Source: an optimization exercise on an open RTL-to-GDS flow (aim: a short achievable clock period and few clock cycles per item). Production flows keep margins and buffers that such runs may drop.
Only simulation tests tie the RTL to the original design; equivalence was not proved.
Power is estimated from default activity; no workload was simulated.

<file path="flow/design.v">
`default_nettype none
package exec_pkg;
  typedef logic [31:0] word_t;       
  typedef logic [5:0]  op_t;         
  typedef logic [4:0]  reg_addr_t;   
  typedef logic [19:0] boffset_t;    
  typedef logic [3:0]  sel_t;        
  localparam op_t OP_LUI   = 6'd0;
  localparam op_t OP_AUIPC = 6'd1;
  localparam op_t OP_JAL   = 6'd2;
  localparam op_t OP_JALR  = 6'd3;
  localparam op_t OP_ADD   = 6'd4;
  localparam op_t OP_SUB   = 6'd5;
  localparam op_t OP_XOR   = 6'd6;
  localparam op_t OP_OR    = 6'd7;
  localparam op_t OP_AND   = 6'd8;
  localparam op_t OP_SLT   = 6'd9;
  localparam op_t OP_SLTU  = 6'd10;
  localparam op_t OP_SLL   = 6'd11;
  localparam op_t OP_SRL   = 6'd12;
  localparam op_t OP_SRA   = 6'd13;
  localparam op_t OP_LB    = 6'd14;
  localparam op_t OP_LH    = 6'd15;
  localparam op_t OP_LW    = 6'd16;
  localparam op_t OP_LBU   = 6'd17;
  localparam op_t OP_LHU   = 6'd18;
  localparam op_t OP_SB    = 6'd19;
  localparam op_t OP_SH    = 6'd20;
  localparam op_t OP_SW    = 6'd21;
  localparam op_t OP_BEQ   = 6'd22;
  localparam op_t OP_BNE   = 6'd23;
  localparam op_t OP_BLT   = 6'd24;
  localparam op_t OP_BGE   = 6'd25;
  localparam op_t OP_BLTU  = 6'd26;
  localparam op_t OP_BGEU  = 6'd27;
  typedef struct packed {
    word_t     pc;
    op_t       op;
    word_t     param1;   
    word_t     param2;   
    word_t     param3;   
    reg_addr_t rd;
  } exec_req_t;
  typedef struct packed {
    logic      result_write;   
    reg_addr_t result_addr;
    word_t     result;
    logic      branch;         
    boffset_t  boffset;        
  } exec_resp_t;
  typedef struct packed {
    word_t adr;
    word_t dat;
    logic  we;
    sel_t  sel;
    logic  stb;
    logic  cyc;
  } wb_req_t;
endpackage
`default_nettype wire
`timescale 1ns/1ps
`default_nettype none
module exec_unit (
  input  logic        clk_i,
  input  logic        rst_i,
  input  logic        req_valid_i,
  output logic        req_ready_o,
  input  logic [31:0] req_pc_i,
  input  logic [5:0]  req_op_i,
  input  logic [31:0] req_param1_i,
  input  logic [31:0] req_param2_i,
  input  logic [31:0] req_param3_i,
  input  logic [4:0]  req_rd_i,
  output logic        resp_valid_o,
  input  logic        resp_ready_i,
  output logic        resp_write_o,
  output logic [4:0]  resp_addr_o,
  output logic [31:0] resp_result_o,
  output logic        resp_branch_o,
  output logic [19:0] resp_boffset_o,
  output logic [31:0] wb_adr_o,
  output logic [31:0] wb_dat_o,
  output logic        wb_we_o,
  output logic [3:0]  wb_sel_o,
  output logic        wb_stb_o,
  output logic        wb_cyc_o,
  input  logic [31:0] wb_dat_i,
  input  logic        wb_ack_i
);
  localparam int D  = 8;    
  localparam int DW = 3;
  localparam int B  = 8;    
  localparam int BW = 3;
  logic        s0_v;
  logic [31:0] s0_pc, s0_a, s0_b, s0_c;
  logic [5:0]  s0_op;
  logic [4:0]  s0_rd;
  logic        rdy_q;
  logic        acc;
  assign req_ready_o = rdy_q;
  assign acc         = req_valid_i & rdy_q;
  always_ff @(posedge clk_i) begin
    s0_pc <= req_pc_i;
    s0_op <= req_op_i;
    s0_a  <= req_param1_i;
    s0_b  <= req_param2_i;
    s0_c  <= req_param3_i;
    s0_rd <= req_rd_i;
    s0_v  <= !rst_i && acc;
  end
  logic        d_lui, d_auipc, d_jal, d_add, d_sub, d_xor, d_or, d_and;
  logic        d_slt, d_sltu, d_sll, d_srl, d_sra, d_load, d_store, d_mem, d_br;
  logic        d_beq, d_bne, d_blt, d_bge, d_bltu, d_bgeu;
  logic [1:0]  d_size;     
  logic        d_sgn;
  logic [1:0]  lo2;
  logic [3:0]  d_sel;
  logic [31:0] d_wdat;
  logic [31:0] d_misc;
  always_comb begin
    d_lui   = (s0_op == 6'd0);
    d_auipc = (s0_op == 6'd1);
    d_jal   = (s0_op == 6'd2) || (s0_op == 6'd3);
    d_add   = (s0_op == 6'd4);
    d_sub   = (s0_op == 6'd5);
    d_xor   = (s0_op == 6'd6);
    d_or    = (s0_op == 6'd7);
    d_and   = (s0_op == 6'd8);
    d_slt   = (s0_op == 6'd9);
    d_sltu  = (s0_op == 6'd10);
    d_sll   = (s0_op == 6'd11);
    d_srl   = (s0_op == 6'd12);
    d_sra   = (s0_op == 6'd13);
    d_load  = (s0_op >= 6'd14) && (s0_op <= 6'd18);
    d_store = (s0_op >= 6'd19) && (s0_op <= 6'd21);
    d_mem   = d_load || d_store;
    d_br    = (s0_op >= 6'd22) && (s0_op <= 6'd27);
    d_beq   = (s0_op == 6'd22);
    d_bne   = (s0_op == 6'd23);
    d_blt   = (s0_op == 6'd24);
    d_bge   = (s0_op == 6'd25);
    d_bltu  = (s0_op == 6'd26);
    d_bgeu  = (s0_op == 6'd27);
    case (s0_op)
      6'd14, 6'd17, 6'd19: d_size = 2'd0;
      6'd15, 6'd18, 6'd20: d_size = 2'd1;
      default:             d_size = 2'd2;
    endcase
    d_sgn = (s0_op == 6'd14) || (s0_op == 6'd15);
    lo2   = s0_a[1:0] + s0_b[1:0];
    case (d_size)
      2'd0:    d_sel = 4'b0001 << lo2;
      2'd1:    d_sel = lo2[1] ? 4'b1100 : 4'b0011;
      default: d_sel = 4'b1111;
    endcase
    case (d_size)
      2'd0:    d_wdat = {4{s0_c[7:0]}};
      2'd1:    d_wdat = {2{s0_c[15:0]}};
      default: d_wdat = s0_c;
    endcase
    d_misc = ({32{d_lui}} & s0_b)
           | ({32{d_xor}} & (s0_a ^ s0_b))
           | ({32{d_or}}  & (s0_a | s0_b))
           | ({32{d_and}} & (s0_a & s0_b));
  end
  logic        e1_v;
  logic        e1_auipc, e1_jal, e1_add, e1_sub, e1_slt, e1_sltu, e1_sll, e1_srx;
  logic        e1_load, e1_store, e1_mem, e1_wr;
  logic        e1_beq, e1_bne, e1_blt, e1_bge, e1_bltu, e1_bgeu;
  logic [1:0]  e1_size;
  logic        e1_sgn;
  logic [31:0] e1_sum, e1_pcb, e1_pc4, e1_misc, e1_sll_r, e1_srx_r;
  logic [32:0] e1_diff;
  logic        e1_eq, e1_a31, e1_b31;
  logic [19:0] e1_c20;
  logic [4:0]  e1_rd;
  logic [3:0]  e1_sel;
  logic [31:0] e1_wdat;
  always_ff @(posedge clk_i) begin
    e1_v     <= !rst_i && s0_v;
    e1_auipc <= d_auipc;
    e1_jal   <= d_jal;
    e1_add   <= d_add;
    e1_sub   <= d_sub;
    e1_slt   <= d_slt;
    e1_sltu  <= d_sltu;
    e1_sll   <= d_sll;
    e1_srx   <= d_srl || d_sra;
    e1_load  <= d_load;
    e1_store <= d_store;
    e1_mem   <= d_mem;
    e1_wr    <= !(d_store || d_br);
    e1_beq   <= d_beq;
    e1_bne   <= d_bne;
    e1_blt   <= d_blt;
    e1_bge   <= d_bge;
    e1_bltu  <= d_bltu;
    e1_bgeu  <= d_bgeu;
    e1_size  <= d_size;
    e1_sgn   <= d_sgn;
    e1_sum   <= s0_a + s0_b;
    e1_diff  <= {1'b0, s0_a} - {1'b0, s0_b};
    e1_pcb   <= s0_pc + s0_b;
    e1_pc4   <= s0_pc + 32'd4;
    e1_misc  <= d_misc;
    e1_sll_r <= s0_a << s0_b[4:0];
    e1_srx_r <= 32'($signed({d_sra & s0_a[31], s0_a}) >>> s0_b[4:0]);
    e1_eq    <= (s0_a == s0_b);
    e1_a31   <= s0_a[31];
    e1_b31   <= s0_b[31];
    e1_c20   <= s0_c[19:0];
    e1_rd    <= s0_rd;
    e1_sel   <= d_sel;
    e1_wdat  <= d_wdat;
  end
  logic        lt_s, lt_u, taken;
  logic [31:0] e2_res;
  always_comb begin
    lt_s  = (e1_a31 != e1_b31) ? e1_a31 : e1_diff[31];
    lt_u  = e1_diff[32];
    taken = e1_jal
          | (e1_beq  &  e1_eq) | (e1_bne  & !e1_eq)
          | (e1_blt  &  lt_s)  | (e1_bge  & !lt_s)
          | (e1_bltu &  lt_u)  | (e1_bgeu & !lt_u);
    e2_res = e1_misc
           | ({32{e1_auipc}} & e1_pcb)
           | ({32{e1_jal}}   & e1_pc4)
           | ({32{e1_add}}   & e1_sum)
           | ({32{e1_sub}}   & e1_diff[31:0])
           | ({32{e1_sll}}   & e1_sll_r)
           | ({32{e1_srx}}   & e1_srx_r)
           | {31'b0, (e1_slt & lt_s) | (e1_sltu & lt_u)};
  end
  logic [D-1:0] rob_done;
  logic         rob_wr   [D];
  logic [4:0]   rob_rd   [D];
  logic [31:0]  rob_res  [D];
  logic         rob_br   [D];
  logic [19:0]  rob_bo   [D];
  logic [DW-1:0] rob_tail, rob_head;
  logic [DW:0]   cnt;        
  logic          ack_q;
  logic          ack_ld_q;
  logic [DW-1:0] ack_idx_q;
  logic [31:0]   ld_q;
  logic        rv_q;
  logic        move;
  assign move = rob_done[rob_head] && (!rv_q || resp_ready_i);
  always_ff @(posedge clk_i) begin
    for (int i = 0; i < D; i++) begin
      if (e1_v && rob_tail == DW'(i)) begin
        rob_wr[i]  <= e1_wr;
        rob_rd[i]  <= e1_rd;
        rob_res[i] <= e2_res;
        rob_br[i]  <= taken;
        rob_bo[i]  <= taken ? e1_c20 : 20'd0;
      end else if (ack_q && ack_ld_q && ack_idx_q == DW'(i)) begin
        rob_res[i] <= ld_q;
      end
    end
  end
  always_ff @(posedge clk_i) begin
    if (rst_i) begin
      rob_done <= '0;
      rob_tail <= '0;
      rob_head <= '0;
    end else begin
      for (int i = 0; i < D; i++) begin
        if (e1_v && rob_tail == DW'(i)) begin
          rob_done[i] <= !e1_mem;
        end else if (ack_q && ack_idx_q == DW'(i)) begin
          rob_done[i] <= 1'b1;
        end else if (move && rob_head == DW'(i)) begin
          rob_done[i] <= 1'b0;
        end
      end
      if (e1_v) rob_tail <= rob_tail + 1'b1;
      if (move) rob_head <= rob_head + 1'b1;
    end
  end
  always_ff @(posedge clk_i) begin
    if (rst_i) begin
      cnt   <= '0;
      rdy_q <= 1'b1;
    end else begin
      cnt <= cnt + (DW+1)'(acc) - (DW+1)'(move);
      if (acc && !move)      rdy_q <= (cnt < (DW+1)'(D - 1));
      else if (!acc && move) rdy_q <= 1'b1;
      else                   rdy_q <= (cnt < (DW+1)'(D));
    end
  end
  logic        r_wr, r_br;
  logic [4:0]  r_rd;
  logic [31:0] r_res;
  logic [19:0] r_bo;
  always_ff @(posedge clk_i) begin
    if (rst_i) begin
      rv_q <= 1'b0;
    end else if (move) begin
      rv_q <= 1'b1;
    end else if (resp_ready_i) begin
      rv_q <= 1'b0;
    end
    if (move) begin
      r_wr  <= rob_wr[rob_head];
      r_rd  <= rob_rd[rob_head];
      r_res <= rob_res[rob_head];
      r_br  <= rob_br[rob_head];
      r_bo  <= rob_bo[rob_head];
    end
  end
  assign resp_valid_o   = rv_q;
  assign resp_write_o   = r_wr;
  assign resp_addr_o    = r_rd;
  assign resp_result_o  = r_res;
  assign resp_branch_o  = r_br;
  assign resp_boffset_o = r_bo;
  logic [31:0]   bq_adr  [B];
  logic [31:0]   bq_dat  [B];
  logic          bq_we   [B];
  logic [3:0]    bq_sel  [B];
  logic [DW-1:0] bq_idx  [B];
  logic [1:0]    bq_size [B];
  logic          bq_sgn  [B];
  logic [BW-1:0] bq_head, bq_tail;
  logic [BW:0]   bq_cnt;
  logic          stb_q;
  logic [31:0]   adr_q, dat_q;
  logic          we_q;
  logic [3:0]    sel_q;
  logic [DW-1:0] idx_q;
  logic [1:0]    size_q;
  logic          sgn_q;
  logic bus_free, bq_empty, issue_q, issue_e1, push;
  assign bus_free = !stb_q || wb_ack_i;
  assign bq_empty = (bq_cnt == '0);
  assign issue_q  = bus_free && !bq_empty;
  assign issue_e1 = bus_free && bq_empty && e1_v && e1_mem;
  assign push     = e1_v && e1_mem && !issue_e1;
  always_ff @(posedge clk_i) begin
    if (push) begin
      bq_adr[bq_tail]  <= e1_sum;
      bq_dat[bq_tail]  <= e1_wdat;
      bq_we[bq_tail]   <= e1_store;
      bq_sel[bq_tail]  <= e1_sel;
      bq_idx[bq_tail]  <= rob_tail;
      bq_size[bq_tail] <= e1_size;
      bq_sgn[bq_tail]  <= e1_sgn;
    end
    if (issue_q) begin
      adr_q  <= bq_adr[bq_head];
      dat_q  <= bq_dat[bq_head];
      we_q   <= bq_we[bq_head];
      sel_q  <= bq_sel[bq_head];
      idx_q  <= bq_idx[bq_head];
      size_q <= bq_size[bq_head];
      sgn_q  <= bq_sgn[bq_head];
    end else if (issue_e1) begin
      adr_q  <= e1_sum;
      dat_q  <= e1_wdat;
      we_q   <= e1_store;
      sel_q  <= e1_sel;
      idx_q  <= rob_tail;
      size_q <= e1_size;
      sgn_q  <= e1_sgn;
    end
  end
  always_ff @(posedge clk_i) begin
    if (rst_i) begin
      stb_q   <= 1'b0;
      bq_head <= '0;
      bq_tail <= '0;
      bq_cnt  <= '0;
    end else begin
      if (bus_free) stb_q <= issue_q || issue_e1;
      if (push)    bq_tail <= bq_tail + 1'b1;
      if (issue_q) bq_head <= bq_head + 1'b1;
      bq_cnt <= bq_cnt + (BW+1)'(push) - (BW+1)'(issue_q);
    end
  end
  assign wb_adr_o = adr_q;
  assign wb_dat_o = dat_q;
  assign wb_we_o  = we_q;
  assign wb_sel_o = sel_q;
  assign wb_stb_o = stb_q;
  assign wb_cyc_o = stb_q;
  logic [7:0]  lane_b;
  logic [15:0] lane_h;
  logic [31:0] ld_d;
  always_comb begin
    case (adr_q[1:0])
      2'd0:    lane_b = wb_dat_i[7:0];
      2'd1:    lane_b = wb_dat_i[15:8];
      2'd2:    lane_b = wb_dat_i[23:16];
      default: lane_b = wb_dat_i[31:24];
    endcase
    lane_h = adr_q[1] ? wb_dat_i[31:16] : wb_dat_i[15:0];
    case (size_q)
      2'd0:    ld_d = {{24{sgn_q & lane_b[7]}}, lane_b};
      2'd1:    ld_d = {{16{sgn_q & lane_h[15]}}, lane_h};
      default: ld_d = wb_dat_i;
    endcase
  end
  always_ff @(posedge clk_i) begin
    ack_q     <= !rst_i && stb_q && wb_ack_i;
    ack_ld_q  <= !we_q;
    ack_idx_q <= idx_q;
    ld_q      <= ld_d;
  end
endmodule
`default_nettype wire
</file>
<file path="flow/run.sh">
#!/bin/bash
# synth_recipe.tcl (not shown) runs the flow's synth.tcl, then flattens the netlist and writes it again
# the make line also repeats each setting of config.mk as NAME=value (left out here)
make -C /OpenROAD-flow-scripts/flow DESIGN_CONFIG=/design/flow/config.mk WORK_HOME=/design/flow/orfs CLKGATE_MAP_FILE= SYNTH_SCRIPT=/design/flow/synth_recipe.tcl finish
</file>
<file path="flow/config.mk">
export PLATFORM = sky130hd
export DESIGN_NAME = exec_unit
export DESIGN_NICKNAME = exec_unit
export VERILOG_FILES = /design/flow/design.v
export SDC_FILE = /design/flow/constraint.sdc
export NUM_CORES = 4
export LEC_CHECK = 0
export CAP_MARGIN = 20
export CORE_MARGIN = 2
export CORE_UTILIZATION = 40
export SLEW_MARGIN = 20
</file>
<file path="flow/constraint.sdc">
create_clock -name core_clock -period 5.0 [get_ports {clk_i}]
set_input_delay 1.0000 -clock core_clock [delete_from_list [all_inputs] [get_ports {clk_i}]]
set_output_delay 1.0000 -clock core_clock [all_outputs]
set_load 0.01 [all_outputs]
</file>
==> reports/qor.txt <==
final critical-path required period: 3672 ps
Worst VDD drop: 0.3649 mV
CP max-delay cell: a311oi_4
fmax: 272.3 MHz
Yosys reg bits: 1718
Port Buffer Count: 307
Worst Slack Setup Final: 1328 ps
dpl cell area: 76400 µm²
synth top area cells: edfxtp_1, dfxtp_1, mux4_2
PD cells: 470.5 nW/µm²
Synth top area share: 0.5101
drt pass-1 iters: 14
Total Die Area: 180900 µm²
LEAKAGE: 28.34 nW
Clock Power Share: 0.347
# hold bufs at CTS: 0
switching power: 10.92 mW
core box area: 176300 µm²
Clk pin slew, worst setup/hold paths: 60 ps
startpoint types: flop
crit path capture type: flop
final non-filler cell total: 8015
WL final: 206100 µm
Synth Instances: 5343
first-pass GRT wire length: 299000 µm
sw frac: 0.2818
H-tree depth: 4
Die Y: 425.3 µm
top_reg_cell synth: edfxtp_1
Slew headroom: 0.2657
total global-route track usage: 0.2237
Async S/R FF share, synth: 0
initial core utilization: 0.4027
Hold Vio Cnt, Final: 0
critical path, cell by cell: inv_1 -> ha_1 -> a211oi_1 -> o21ai_1 -> o221a_1 -> a311o_1 -> a311oi_4 -> o211ai_1 -> a41o_1 -> xor2_1
final setup vio count: 0
largest net degree at the start of global routing: 154
Post-synth top cells: edfxtp_1, dfxtp_1, nand2_1
GP Congestion: 0.9504
Die X: 425.3 µm
share of cells above drive strength 1: 0.1221
Clock Tree Root: clkbuf_16
crit-path max cell delay: 540 ps
Post-Syn Nets: 5684
RSZ-0062 raised after global routing: no
skew final: 30.58 ps
P_int: 27.84 mW
cts bufs inserted: 178
hold crit path type: reg2reg
number of global-route vias before repair: 43720
Vias: 44970
mapped cell area: 70990 µm²
DRT antenna net count: 0
Setup Buffers After CTS: 0
Max FO, Critical Path: 7
GR Overflow Total: 0
clock tree buffer depth: 3
Slew Viols, Final: 0
detailed-route wire length per cell: 25.72 µm
initial drt markers: 5143
Syn Area/Cell: 13.29 µm²
WP data arrival: 4370 ps
io pins: 308
number of flops mapped to enable cells by yosys: 1206
hold_ws: 324.6 ps
yosys warns: 6
Sequential Power Share: 0.476
Total Neg Setup Slack: 0 ps
max-cap violation count: 0
antenna violations before repair: 11
vias per cell: 5.610
WP data required: 5700 ps
measured slew at the worst slew-check pin: 1101 ps
post-DP HPWL: 133400 µm
Fill cells: 15540
Yosys top cell by area: edfxtp_1
Final Cycle Share: 0.7345
Yosys cell types: 77
TritonCTS Sinks: 1718
status: timing/DRC/antenna clean
combinational cell fraction of total power: 0.177
placed cells: 7678
CTS tree: done
DR DRC count: 0
top-count cell post-synth: edfxtp_1
site row count: 154
Setup WS pre-CTS: 1046 ps
register area share after synthesis: 0.6545
nets: 5859
Skew-Pair Late Insertion Delay: 840 ps
Resized cells post-CTS: 0
crit path kind: reg2reg
Final Instance Area: 82380 µm²
area grow syn2layout: 16.04%
-- metal layers --
| layer | part of all wire | track usage | vias to the layer above |
|---|---|---|---|
| met3 | 0.064 | 0.03219 | 331 |
| met1 | 0.43 | 0.3084 | 22470 |
| li1 | - | - | 20360 |
| met2 | 0.47 | 0.3583 | 1803 |
| met4 | 0.038 | 0.08511 | 6 |
| met5 | 0.00017 | 0 | - |
-- layout by cell type, fill, tap and decap left out, types with 30 or more instances in the layout --
| master | instances |
|---|---|
| a21o_1 | 58 |
| a21oi_1 | 326 |
| a222oi_1 | 90 |
| a22oi_1 | 61 |
| a41oi_1 | 51 |
| and3_1 | 43 |
| buf_4 | 66 |
| clkbuf_1 | 49 |
| clkbuf_16 | 179 |
| clkdlybuf4s50_1 | 306 |
| dfxtp_1 | 502 |
| edfxtp_1 | 1206 |
| ha_1 | 156 |
| inv_1 | 125 |
| mux2_2 | 107 |
| mux2i_1 | 154 |
| mux4_2 | 174 |
| nand2_1 | 480 |
| nand3_1 | 38 |
| nor2_1 | 445 |
| nor3_1 | 30 |
| o211ai_1 | 52 |
| o21ai_0 | 349 |
| xnor2_1 | 87 |
| xor2_1 | 36 |
-- state kept, by name (all words and copies together) (netlist names), 24 cells and up, named ones only --
register / flops
dat_q: 32
bq_idx: 24
s0_b: 32
e1_sll_r: 32
e1_sum: 31
s0_c: 32
s0_pc: 32
e1_misc: 32
adr_q: 32
rob_bo: 160
e1_srx_r: 32
rob_res: 256
s0_a: 32
e1_diff: 33
r_res: 32
e1_pcb: 32
e1_pc4: 32
rob_rd: 40
bq_sel: 32
e1_wdat: 32
ld_q: 32
bq_adr: 256
bq_dat: 256
-- cells by family after synthesis --
kind of cell,share of synthesized area
flip-flops,0.6545
AND/OR/NAND/NOR,0.07016
XOR/XNOR,0.01517
adder cells (fa/ha/maj),0.02975
AO/OA/AOI/OAI,0.1081
buffers and inverters,0.02845
multiplexers,0.09389
-- power by group through the flow --
stage	Combinational (mW)	Sequential, mW	Clock (mW)
final	6.87	18.5	13.4
after global routing	7.55	18.6	14.2
after CTS	6.93	18.5	13.7
after detailed placement	6.87	18.8	0
after global placement	6.80	18.8	0
after floorplan	4.77	17.8	0
-- worst paths after layout --
check / startpoint / endpoint / slack [ps] / cells after the start
max: s0_a[1]$_DFF_P_ / e1_sum[31]$_DFF_P_ / 1330 / 10
min reg2reg: s0_rd[4]$_DFF_P_ / e1_rd[4]$_DFF_P_ / 320 / 0
max reg2reg: s0_a[1]$_DFF_P_ / e1_sum[31]$_DFF_P_ / 1330 / 10
min: s0_rd[4]$_DFF_P_ / e1_rd[4]$_DFF_P_ / 320 / 0
-- area by class of cell --
cell class | instances | area [µm²] | area share
multi-input cells | 3098 | 22700 | 0.2756
clock buffers | 252 | 4987 | 0.06054
flip-flops and latches | 1718 | 46490 | 0.5643
clock inverters | 79 | 969.7 | 0.01177
well taps | 2340 | 2928 | 0.03554
inverters | 139 | 521.8 | 0.006334
diodes | 6 | 15.01 | 0.0001823
repair buffers | 383 | 3764 | 0.04569
-- worst max-delay path: cells and delay by family (launching register included) --
family,cells,cell delay (ps)
AO/OA/AOI/OAI,7,2340
XOR/XNOR,1,130
adder cells (fa/ha/maj),1,410
buffers and inverters,1,170
flip-flops,1,490
-- through the flow --
step	utilization	power, mW
2_1_floorplan	-	22.59
3_3_place_gp	0.4334	25.59
3_5_place_dp	0.4334	25.66
4_1_cts	0.4671	39.11
5_1_grt	0.4672	40.35
6_report	0.4672	38.76
Testbench counts, summed over its fixed seeds: cycles 24,622, items 24,000.

## afterwards: timing with drivers on the ports
The results above use ideal ports. As a check the final layout listed here was re-extracted and re-timed, cells and wires unchanged. Step 1 (the two cells are an assumption about what drives the block):
set clk [get_ports {clk_i}]
set_driving_cell -lib_cell sky130_fd_sc_hd__clkbuf_16 $clk
set_driving_cell -lib_cell sky130_fd_sc_hd__buf_2 [delete_from_list [all_inputs] $clk]
Step 2 times the ports against the registers' clock, not the clock port: input delays grow and output delays shrink by t, the midpoint of the rising clock arrivals with the driver on. Three values: ideal, step 1, step 2; two values: the first two.
t, ns: 0.909
slack for setup (ns): 1.328 / 1.328 / 1.022
hold slack, ns: 0.325 / 0.325 / 0.325
After both steps setup and hold are still met in this run. The setup slack of this run moves by 0.000 ns with the drivers and by -0.306 ns with both steps.
